Context: an optimization exercise on an open-source flow, tuned for small area and a short achievable clock period. The choices shown serve that exercise and are no tape-out recipe.
In this exercise RTL edits were held to simulation tests only and were not proved equivalent to the original.
No activity file was given, so power comes from the tool's default toggle rates.

==> run C <==
==> flow/design.v (excerpt) <==
module parallel_accumulator (
    input  logic                   clk,
    input  logic                   rst,
    input  logic [16-1:0][32-1:0] in_values,
    input  logic [16-1:0][4-1:0]    in_ids,
    input  logic                   in_valid,
    input  logic [4-1:0][16-1:0]   in_dst_ids,
    input  logic [4-1:0][16-1:0] in_src_masks,
    input  logic [4-1:0] in_dst_valid,
    output logic [16-1:0][32-1:0] sums,
    output logic [16-1:0][4-1:0]    out_ids,
    output logic [16-1:0]   seg_end,
    output logic                   out_valid,
    output logic [4-1:0][16-1:0]   out_dst_ids,
    output logic [4-1:0][16-1:0] out_src_masks,
    output logic [4-1:0] out_dst_valid
);
    localparam int W = 32;
    logic [4:0] vld;
    logic [4-1:0][16-1:0] dst_ids_q [5];
    logic [4-1:0][16-1:0] masks_q [5];
    logic [4-1:0] dvalid_q [5];
    logic [16-1:0][4-1:0] ids_q [5];
    logic g1_1;
    logic g1_3;
    logic g1_5;
    logic g1_7;
    logic g1_9;
    logic g1_11;
    logic g1_13;
    logic g1_15;
    logic g2_2;
    logic g2_3;
    logic g2_6;
    logic g2_7;
    logic g2_10;
    logic g2_11;
    logic g2_14;
    logic g2_15;
    logic g3_4;
    logic g3_5;
    logic g3_6;
    logic g3_7;
    logic g3_12;
    logic g3_13;
    logic g3_14;
    logic g3_15;
    logic g4_8;
    logic g4_9;
    logic g4_10;
    logic g4_11;
    logic g4_12;
    logic g4_13;
    logic g4_14;
    logic g4_15;
    logic [31:0][0:0] x1_1;
    logic [32:0] c1_1;
    logic [W-1:0] y1_1;    
    logic in_values_1_8_8_q1;
    logic in_values_0_8_8_q1;
    logic g1_1_q1;
    logic c1_1_8_q1;
    logic in_values_1_9_9_q1;
    logic in_values_0_9_9_q1;
    logic in_values_1_10_10_q1;
    logic in_values_0_10_10_q1;
    logic in_values_1_11_11_q1;
    logic in_values_0_11_11_q1;
    logic in_values_1_12_12_q1;
    logic in_values_0_12_12_q1;
    logic in_values_1_13_13_q1;
    logic in_values_0_13_13_q1;
    logic in_values_1_14_14_q1;
    logic in_values_0_14_14_q1;
    logic in_values_1_15_15_q1;
    logic in_values_1_15_15_q2;
    logic in_values_0_15_15_q1;
    logic in_values_0_15_15_q2;
    logic g1_1_q2;
    logic c1_1_15_q2;
    logic in_values_1_16_16_q1;
    logic in_values_1_16_16_q2;
    logic in_values_0_16_16_q1;
  ...
Settings: LEC_CHECK=0, CAP_MARGIN=20, CORE_MARGIN=2, CORE_UTILIZATION=40, CTS_CLUSTER_DIAMETER=80, CTS_CLUSTER_SIZE=26, SLEW_MARGIN=20; clock period 4.5 ns.
standard.sh (not shown) runs the stock make flow with config.mk's settings and CLKGATE_MAP_FILE= SYNTH_SCRIPT=/design/flow/synth_recipe.tcl, a recipe that flattens the netlist after the stock synthesis.
==> flow/flow/run.sh <==
#!/bin/bash
# The standard layout (standard.sh), with the port buffers made from the small buf_1 cell
# instead of the cell buffer_ports picks by default. Everything else is the standard flow.
set -euo pipefail
bash standard.sh "BUFFER_PORTS_ARGS=-buffer_cell sky130_fd_sc_hd__buf_1" finish > standard_flow.log 2>&1
==> run P: changes against run C <==
Settings changed: CORE_UTILIZATION 40 to 60, SETUP_SLACK_MARGIN set to 1.0.
==> run M: changes against run C <==
Settings changed: CORE_UTILIZATION 40 to 75, SETUP_SLACK_MARGIN set to 1.0.
==> comparison <==
Run C passed the timing, DRC and antenna checks. Run M stopped in I/O pin placement (3_2_place_iop) on PPL-0024. Run P completed without violations. Sequential power is about the same in run P and run C. Against run C, the non-clock buffer count of run P is higher by 5. Between run C and run P, the lower die area is in run P (gap 49%, measured against run P). In run C the clock power is higher than in run P, by about 8%. Synthesized area is the same in run C and run P. Of run C and run P, run C has the higher total power (gap about 1.2%, measured against run P). Of run P and run C, run P has the higher register-to-register slack (gap 0.50 ns). Between run P and run C, the lower maximum frequency is in run C (gap about 14%, measured against run C). Of run P and run C, run C has the higher clock skew (gap 0.029 ns).

---

==> inputs of v39 <==
parallel_accumulator again, from the RTL that the note above started with.
export LEC_CHECK = 0
export CAP_MARGIN = 20
export CORE_MARGIN = 2
export CORE_UTILIZATION = 60
export CTS_CLUSTER_DIAMETER = 80
export CTS_CLUSTER_SIZE = 26
export SETUP_SLACK_MARGIN = 0.8
export SLEW_MARGIN = 20
create_clock -name core_clock -period 4.5 [get_ports {clk}]
Scripts as last shown in full above: flow/flow/run.sh
==> v33: changes against v39 <==
CORE_UTILIZATION = 40   (was 60)
SETUP_SLACK_MARGIN = 1.0   (was 0.8)
==> v28: changes against v39 <==
CORE_UTILIZATION = 40   (was 60)
SETUP_SLACK_MARGIN = 2.0   (was 0.8)
==> summary of the runs <==
Via count, lowest first: v39, v33, v28. The highest sequential share of layout area belongs to v39, the lowest to v28. Register-to-register slack, lowest first: v28, v33, v39. Utilization, lowest first: v33, v28, v39. Sequential cell count is the same in v33 and v39. Non-clock buffer count: v39 < v33 < v28. Cell area, lowest first: v39, v33, v28. Worst setup slack: v39 > v33 > v28. Sequential power is about the same in v39 and v33. Critical path depth is the same in v33 and v28.

---

==> wip/raven <==
Another version of the RTL of parallel_accumulator (not shown whole).
// parallel_accumulator
module parallel_accumulator (
    input  logic                   clk,
    input  logic                   rst,
    input  logic [16-1:0][32-1:0] in_values,
    input  logic [16-1:0][4-1:0]    in_ids,
    input  logic                   in_valid,
    input  logic [4-1:0][16-1:0]   in_dst_ids,
    input  logic [4-1:0][16-1:0] in_src_masks,
    input  logic [4-1:0] in_dst_valid,
    output logic [16-1:0][32-1:0] sums,
    output logic [16-1:0][4-1:0]    out_ids,
    output logic [16-1:0]   seg_end,
    output logic                   out_valid,
    output logic [4-1:0][16-1:0]   out_dst_ids,
    output logic [4-1:0][16-1:0] out_src_masks,
    output logic [4-1:0] out_dst_valid
);
clock: 4.5 ns
lec_check: 0
cap_margin: 20
core_margin: 2
core_utilization: 60
cts_buf_list: sky130_fd_sc_hd__clkbuf_4 sky130_fd_sc_hd__clkbuf_8
cts_cluster_size: 30
slew_margin: 20
run.sh (not shown) runs the stock make flow with config.mk's settings and CLKGATE_MAP_FILE= SYNTH_SCRIPT=/design/flow/synth_recipe.tcl, a recipe that flattens the netlist after the stock synthesis.
Stock flow here: none of the scripts above is used.
==> inputs of wip/lagoon, as changes to wip/raven <==
- CORE_UTILIZATION: 60 -> 40
- CTS_BUF_LIST: sky130_fd_sc_hd__clkbuf_4 sky130_fd_sc_hd__clkbuf_8 -> not set
- CTS_CLUSTER_SIZE: 30 -> not set
==> run summary <==
========================================================
Relative max-transition margin                     0.296
Min Tclk post-route                              4250 ps
GR met2 Demand/Resource                            0.467
CTS Buf Count                                        673
Power per standard cell area                  571 nW/µm²
Signal arrival time at the worst endpoint        5200 ps
Result of the run                           complete, no violations
Fillers                                            13.8k
========================================================
(the above is from wip/raven)
==> run summary <==
================================================================
Result of the run                                   complete, no violations
Signal arrival time at the worst endpoint                4980 ps
Met3 track demand over resource in global routing         0.0571
Area added between synthesis and finish                    25.0%
Fillers                                                    26.9k
Crit path launch type                                  flip-flop
Path class of the lowest-slack min-delay path       flip-flop to flip-flop
CTS Buf Count                                                437
ANT cells                                                     47
P_clk                                                   0.0390 W
Multi-input gates                                           2322
Total of clock buffers placed in the layout                  584
GR met2 Demand/Resource                                    0.317
Net switching power figure                              0.0219 W
================================================================
(the above is from wip/lagoon)

---

==> build 13: inputs <==
Another version of the RTL of parallel_accumulator (not shown whole).
==> flow/design.v (excerpt) <==
module parallel_accumulator (
    input  logic                   clk,
    input  logic                   rst,
    input  logic [16-1:0][32-1:0] in_values,
    input  logic [16-1:0][4-1:0]    in_ids,
    input  logic                   in_valid,
    input  logic [4-1:0][16-1:0]   in_dst_ids,
    input  logic [4-1:0][16-1:0] in_src_masks,
    input  logic [4-1:0] in_dst_valid,
    output logic [16-1:0][32-1:0] sums,
    output logic [16-1:0][4-1:0]    out_ids,
    output logic [16-1:0]   seg_end,
    output logic                   out_valid,
    output logic [4-1:0][16-1:0]   out_dst_ids,
    output logic [4-1:0][16-1:0] out_src_masks,
    output logic [4-1:0] out_dst_valid
);
    localparam int W = 32;
    logic [5:0] vld;
    logic [4-1:0][16-1:0] dst_ids_q [6];
    logic [4-1:0][16-1:0] masks_q [6];
    logic [4-1:0] dvalid_q [6];
    logic [16-1:0][4-1:0] ids_q [6];
    logic g1_1;
    logic g1_3;
    logic g1_5;
    logic g1_7;
    logic g1_9;
    logic g1_11;
    logic g1_13;
    logic g1_15;
    logic g2_2;
    logic g2_3;
    logic g2_6;
    logic g2_7;
    logic g2_10;
    logic g2_11;
    logic g2_14;
    logic g2_15;
    logic g3_4;
    logic g3_5;
    logic g3_6;
    logic g3_7;
    logic g3_12;
    logic g3_13;
    logic g3_14;
    logic g3_15;
    logic g4_8;
    logic g4_9;
    logic g4_10;
    logic g4_11;
    logic g4_12;
    logic g4_13;
    logic g4_14;
    logic g4_15;
    logic [31:0][0:0] x1_1;
    logic [32:0] c1_1;
    logic [W-1:0] y1_1;    
    logic in_values_1_6_6_q1;
    logic in_values_0_6_6_q1;
    logic g1_1_q1;
    logic c1_1_6_q1;
    logic in_values_1_7_7_q1;
    logic in_values_0_7_7_q1;
    logic in_values_1_8_8_q1;
    logic in_values_0_8_8_q1;
    logic in_values_1_9_9_q1;
    logic in_values_0_9_9_q1;
    logic in_values_1_10_10_q1;
    logic in_values_0_10_10_q1;
    logic in_values_1_11_11_q1;
    logic in_values_0_11_11_q1;
    logic in_values_1_12_12_q1;
    logic in_values_0_12_12_q1;
    logic in_values_1_13_13_q1;
    logic in_values_1_13_13_q2;
    logic in_values_0_13_13_q1;
    logic in_values_0_13_13_q2;
    logic g1_1_q2;
  ...
make LEC_CHECK=0 CAP_MARGIN=20 CORE_MARGIN=2 CORE_UTILIZATION=40 CTS_CLUSTER_DIAMETER=70 CTS_CLUSTER_SIZE=22 SLEW_MARGIN=20 finish   # period 4.5 ns
==> inputs of trial 74, as changes to build 13 <==
CORE_UTILIZATION = 55   (was 40)
CTS_CLUSTER_DIAMETER = default   (was 70)
CTS_CLUSTER_SIZE = 28   (was 22)
==> inputs of trial 95, as changes to build 13 <==
==> flow/flow/run.sh (new file) <==
#!/bin/bash
# The standard layout (standard.sh), with the port buffers made from the small buf_1 cell
# instead of the cell buffer_ports picks by default. Everything else is the standard flow.
set -euo pipefail
bash standard.sh "BUFFER_PORTS_ARGS=-buffer_cell sky130_fd_sc_hd__buf_1" finish > standard_flow.log 2>&1
==> flow/standard.sh (new file) <==
#!/bin/bash
# synth_recipe.tcl (not shown) runs the flow's synth.tcl, then flattens the netlist and writes it again
# the make line also repeats each setting of config.mk as NAME=value (left out here)
make -C /OpenROAD-flow-scripts/flow DESIGN_CONFIG=/design/flow/config.mk WORK_HOME=/design/flow/orfs CLKGATE_MAP_FILE= SYNTH_SCRIPT=/design/flow/synth_recipe.tcl "${@:-finish}"
CTS_CLUSTER_DIAMETER = 80   (was 70)
CTS_CLUSTER_SIZE = 26   (was 22)
SETUP_SLACK_MARGIN = 2.0   (was default)
removed: flow/run.sh
==> run summary <==
quantity	trial 74	build 13	trial 95
Result of the run	timing/DRC/antenna clean	timing/DRC/antenna clean	timing/DRC/antenna clean
Met3 GRT Util	8.09%	4.30%	4.06%
Achievable frequency	0.261 GHz	0.262 GHz	0.298 GHz
Data arrival at the endpoint of the critical path	4.64 ns	4.57 ns	4.18 ns
Worst slew slack as a fraction of its limit	42.0%	34.5%	21.8%
Final net count	10.7k	10.6k	10.8k
Die outline area	230000 um2	315000 um2	315000 um2
Overall Power	91.1 mW	78.7 mW	76.0 mW
Setup CP Type	flip-flop to flip-flop	input port to flip-flop	flip-flop to flip-flop
Flip-flop and latch area	91100 um2	91100 um2	91800 um2
RSZ-0062 raised after global routing	no	no	yes
Worst reg2reg setup slack	0.67 ns	0.69 ns	1.15 ns
Worst Hold Slack	0.281 ns	0.300 ns	0.0871 ns
Final core utilization	68.5%	48.0%	47.4%
Number of DRC violations after detailed-routing iteration 0	2613	2527	2361
Detailed-routed wire length on met2	150000 um	146000 um	148000 um
Final worst path period need	3.83 ns	3.81 ns	3.35 ns
Drt via density	4.44	4.10	4.10
Register-to-Register Path Depth	8	10	9

---

==> trial 47: inputs <==
Starting RTL as in the previous note.
make LEC_CHECK=0 CAP_MARGIN=20 CORE_MARGIN=2 CORE_UTILIZATION=40 CTS_CLUSTER_SIZE=28 SLEW_MARGIN=20 finish   # period 4.5 ns
Stock flow here: none of the scripts above is used.
==> inputs of build 24, as changes to trial 47 <==
==> flow/flow/run.sh (new file) <==
#!/bin/bash
# The standard layout (standard.sh), with the port buffers made from the small buf_1 cell
# instead of the cell buffer_ports picks by default. Everything else is the standard flow.
set -euo pipefail
bash standard.sh "BUFFER_PORTS_ARGS=-buffer_cell sky130_fd_sc_hd__buf_1" finish > standard_flow.log 2>&1
==> flow/standard.sh (new file) <==
#!/bin/bash
# synth_recipe.tcl (not shown) runs the flow's synth.tcl, then flattens the netlist and writes it again
# the make line also repeats each setting of config.mk as NAME=value (left out here)
make -C /OpenROAD-flow-scripts/flow DESIGN_CONFIG=/design/flow/config.mk WORK_HOME=/design/flow/orfs CLKGATE_MAP_FILE= SYNTH_SCRIPT=/design/flow/synth_recipe.tcl "${@:-finish}"
CTS_CLUSTER_DIAMETER = 70   (was not set)
CTS_CLUSTER_SIZE = 22   (was 28)
SETUP_SLACK_MARGIN = 1.0   (was not set)
removed: flow/run.sh
==> inputs of build 7, as changes to trial 47 <==
==> flow/flow/run.sh (new file) <==
#!/bin/bash
# The standard layout (standard.sh), with the port buffers made from the small buf_1 cell
# instead of the cell buffer_ports picks by default. Everything else is the standard flow.
set -euo pipefail
bash standard.sh "BUFFER_PORTS_ARGS=-buffer_cell sky130_fd_sc_hd__buf_1" finish > standard_flow.log 2>&1
==> flow/standard.sh (new file) <==
#!/bin/bash
# synth_recipe.tcl (not shown) runs the flow's synth.tcl, then flattens the netlist and writes it again
# the make line also repeats each setting of config.mk as NAME=value (left out here)
make -C /OpenROAD-flow-scripts/flow DESIGN_CONFIG=/design/flow/config.mk WORK_HOME=/design/flow/orfs CLKGATE_MAP_FILE= SYNTH_SCRIPT=/design/flow/synth_recipe.tcl "${@:-finish}"
CTS_CLUSTER_DIAMETER = 70   (was not set)
CTS_CLUSTER_SIZE = 22   (was 28)
removed: flow/run.sh
==> out/results.txt <==
outcome = timing/DRC/antenna clean
number of DRC markers in iteration 0 = 2,609
commonest cells after routing, fill and taps aside = 4,550 x dfxtp_1, 1,435 x buf_1, 960 x fa_1, 697 x and2_1, 270 x clkbuf_16
sequential power = 0.0473 W
the above is filed under build 7

==> out/results.txt <==
commonest cells after routing, fill and taps aside = 4,463 x dfxtp_1, 1,435 x buf_1, 727 x fa_1, 684 x and2_1, 265 x clkbuf_16
number of DRC markers in iteration 0 = 2,666
sequential power = 0.0472 W
outcome = timing/DRC/antenna clean
the above is filed under build 24

==> out/results.txt <==
sequential power = 0.0473 W
number of DRC markers in iteration 0 = 2,362
outcome = timing/DRC/antenna clean
r2r worst-path depth = 8
Fmax = 0.262 GHz
commonest cells after routing, fill and taps aside = 4,550 x dfxtp_1, 1,435 x clkdlybuf4s50_1, 960 x fa_1, 697 x and2_1, 435 x clkbuf_16
initial antenna violation count = 110
the above is filed under trial 47


---

==> inputs of harbor <==
RTL: one of the versions met above, not the one the previous note started from.
==> flow/config.mk <==
export PLATFORM = sky130hd
export DESIGN_NAME = parallel_accumulator
export DESIGN_NICKNAME = parallel_accumulator
export VERILOG_FILES = /design/flow/design.v
export SDC_FILE = /design/flow/constraint.sdc
export NUM_CORES = 4
export LEC_CHECK = 0
export CAP_MARGIN = 20
export CORE_MARGIN = 2
export CORE_UTILIZATION = 60
export CTS_CLUSTER_DIAMETER = 80
export CTS_CLUSTER_SIZE = 26
export SETUP_SLACK_MARGIN = 1.3
export SLEW_MARGIN = 20
==> flow/constraint.sdc <==
create_clock -name core_clock -period 4.5 [get_ports {clk}]
set_input_delay 0.9000 -clock core_clock [delete_from_list [all_inputs] [get_ports {clk}]]
set_output_delay 0.9000 -clock core_clock [all_outputs]
set_load 0.01 [all_outputs]
standard.sh (not shown) runs the stock make flow with config.mk's settings and CLKGATE_MAP_FILE= SYNTH_SCRIPT=/design/flow/synth_recipe.tcl, a recipe that flattens the netlist after the stock synthesis.
==> flow/flow/run.sh <==
#!/bin/bash
# The standard layout (standard.sh), with the port buffers made from the small buf_1 cell
# instead of the cell buffer_ports picks by default. Everything else is the standard flow.
set -euo pipefail
bash standard.sh "BUFFER_PORTS_ARGS=-buffer_cell sky130_fd_sc_hd__buf_1" finish > standard_flow.log 2>&1
==> indigo (differences from harbor) <==
--- a/flow/config.mk
+++ b/flow/config.mk
@@ -7,8 +7,8 @@
 export LEC_CHECK = 0
 export CAP_MARGIN = 20
 export CORE_MARGIN = 2
-export CORE_UTILIZATION = 60
+export CORE_UTILIZATION = 65
 export CTS_CLUSTER_DIAMETER = 80
 export CTS_CLUSTER_SIZE = 26
-export SETUP_SLACK_MARGIN = 1.3
+export SETUP_SLACK_MARGIN = 1.0
 export SLEW_MARGIN = 20
==> flow_summary.json <==
{
  "final.setup.worst_slack_ns": 0.863,
  "first_global_vias": 52572,
  "placed_cell_area_sq_mm": 0.116,
  "skew_ns": 0.0237,
  "grt_use_met1_pct": 31.7,
  "clk_share_pct": 3.76,
  "max_stage_delay_ns": 0.52,
  "initial_core_util_pct": 60.4,
  "status": "timing/DRC/antenna clean",
  "p_sw_share_pct": 25.3,
  "multi_input_area_sq_mm": 0.0321,
  "die_h_um": 431,
  "max-vdd-ir-drop_uv": 449
}
the above is filed under harbor

==> flow_summary.json <==
{
  "grt_use_met1_pct": 35.2,
  "final.setup.worst_slack_ns": 0.828,
  "status": "timing/DRC/antenna clean",
  "multi_input_area_sq_mm": 0.0306,
  "p_sw_share_pct": 25.3,
  "placed_cell_area_sq_mm": 0.115,
  "first_global_vias": 52583
}
the above is filed under indigo

[port drivers added, routing unchanged]
Ports are ideal in the flow. The routed layouts listed here were re-timed in OpenROAD. Step 1 (the two cells are an assumption about what drives the block):
set clk [get_ports {clk}]
set_driving_cell -lib_cell sky130_fd_sc_hd__clkbuf_16 $clk
set_driving_cell -lib_cell sky130_fd_sc_hd__buf_2 [delete_from_list [all_inputs] $clk]
Step 2 moves the port delays by t, midway between the first and last clock arrival at a register: inputs arrive t later, outputs are due t later. That takes back most of the time a late clock gives input paths. Three values: ideal, step 1, step 2; two values: the first two.
run | shift t [ns] | setup slack, ns | pins driven straight from the clock port
run C | 0.973 | 0.355 / 0.355 / -0.401 | 1
run P | 0.938 | 0.856 / 0.856 / 0.044 | 1
v39 | 0.948 | 0.840 / 0.840 / -0.028 | 1
v33 | 0.969 | 0.782 / 0.782 / -0.022 | 1
v28 | 0.957 | 0.735 / 0.735 / -0.016 | 1
wip/raven | 1.149 | 0.248 / 0.248 / -0.069 | 1
wip/lagoon | 1.024 | 0.387 / 0.387 / 0.215 | 1
build 13 | 0.965 | 0.686 / 0.687 / -0.199 | 1
trial 74 | 1.058 | 0.667 / 0.667 / -0.275 | 1
trial 95 | 0.991 | 1.149 / 1.149 / 0.303 | 1
trial 47 | 1.020 | 0.688 / 0.603 / -0.236 | 1
build 24 | 0.972 | 1.034 / 1.034 / 0.166 | 1
build 7 | 0.961 | 0.623 / 0.623 / -0.046 | 1
harbor | 0.944 | 0.863 / 0.863 / -0.006 | 1
indigo | 0.941 | 0.828 / 0.828 / -0.043 | 1
With both steps, setup timing fails in 11 of these runs, where it was met with ideal ports. The setup slack of trial 74, which loses most, moves by 0.000 ns with the drivers and by -0.942 ns with both steps.
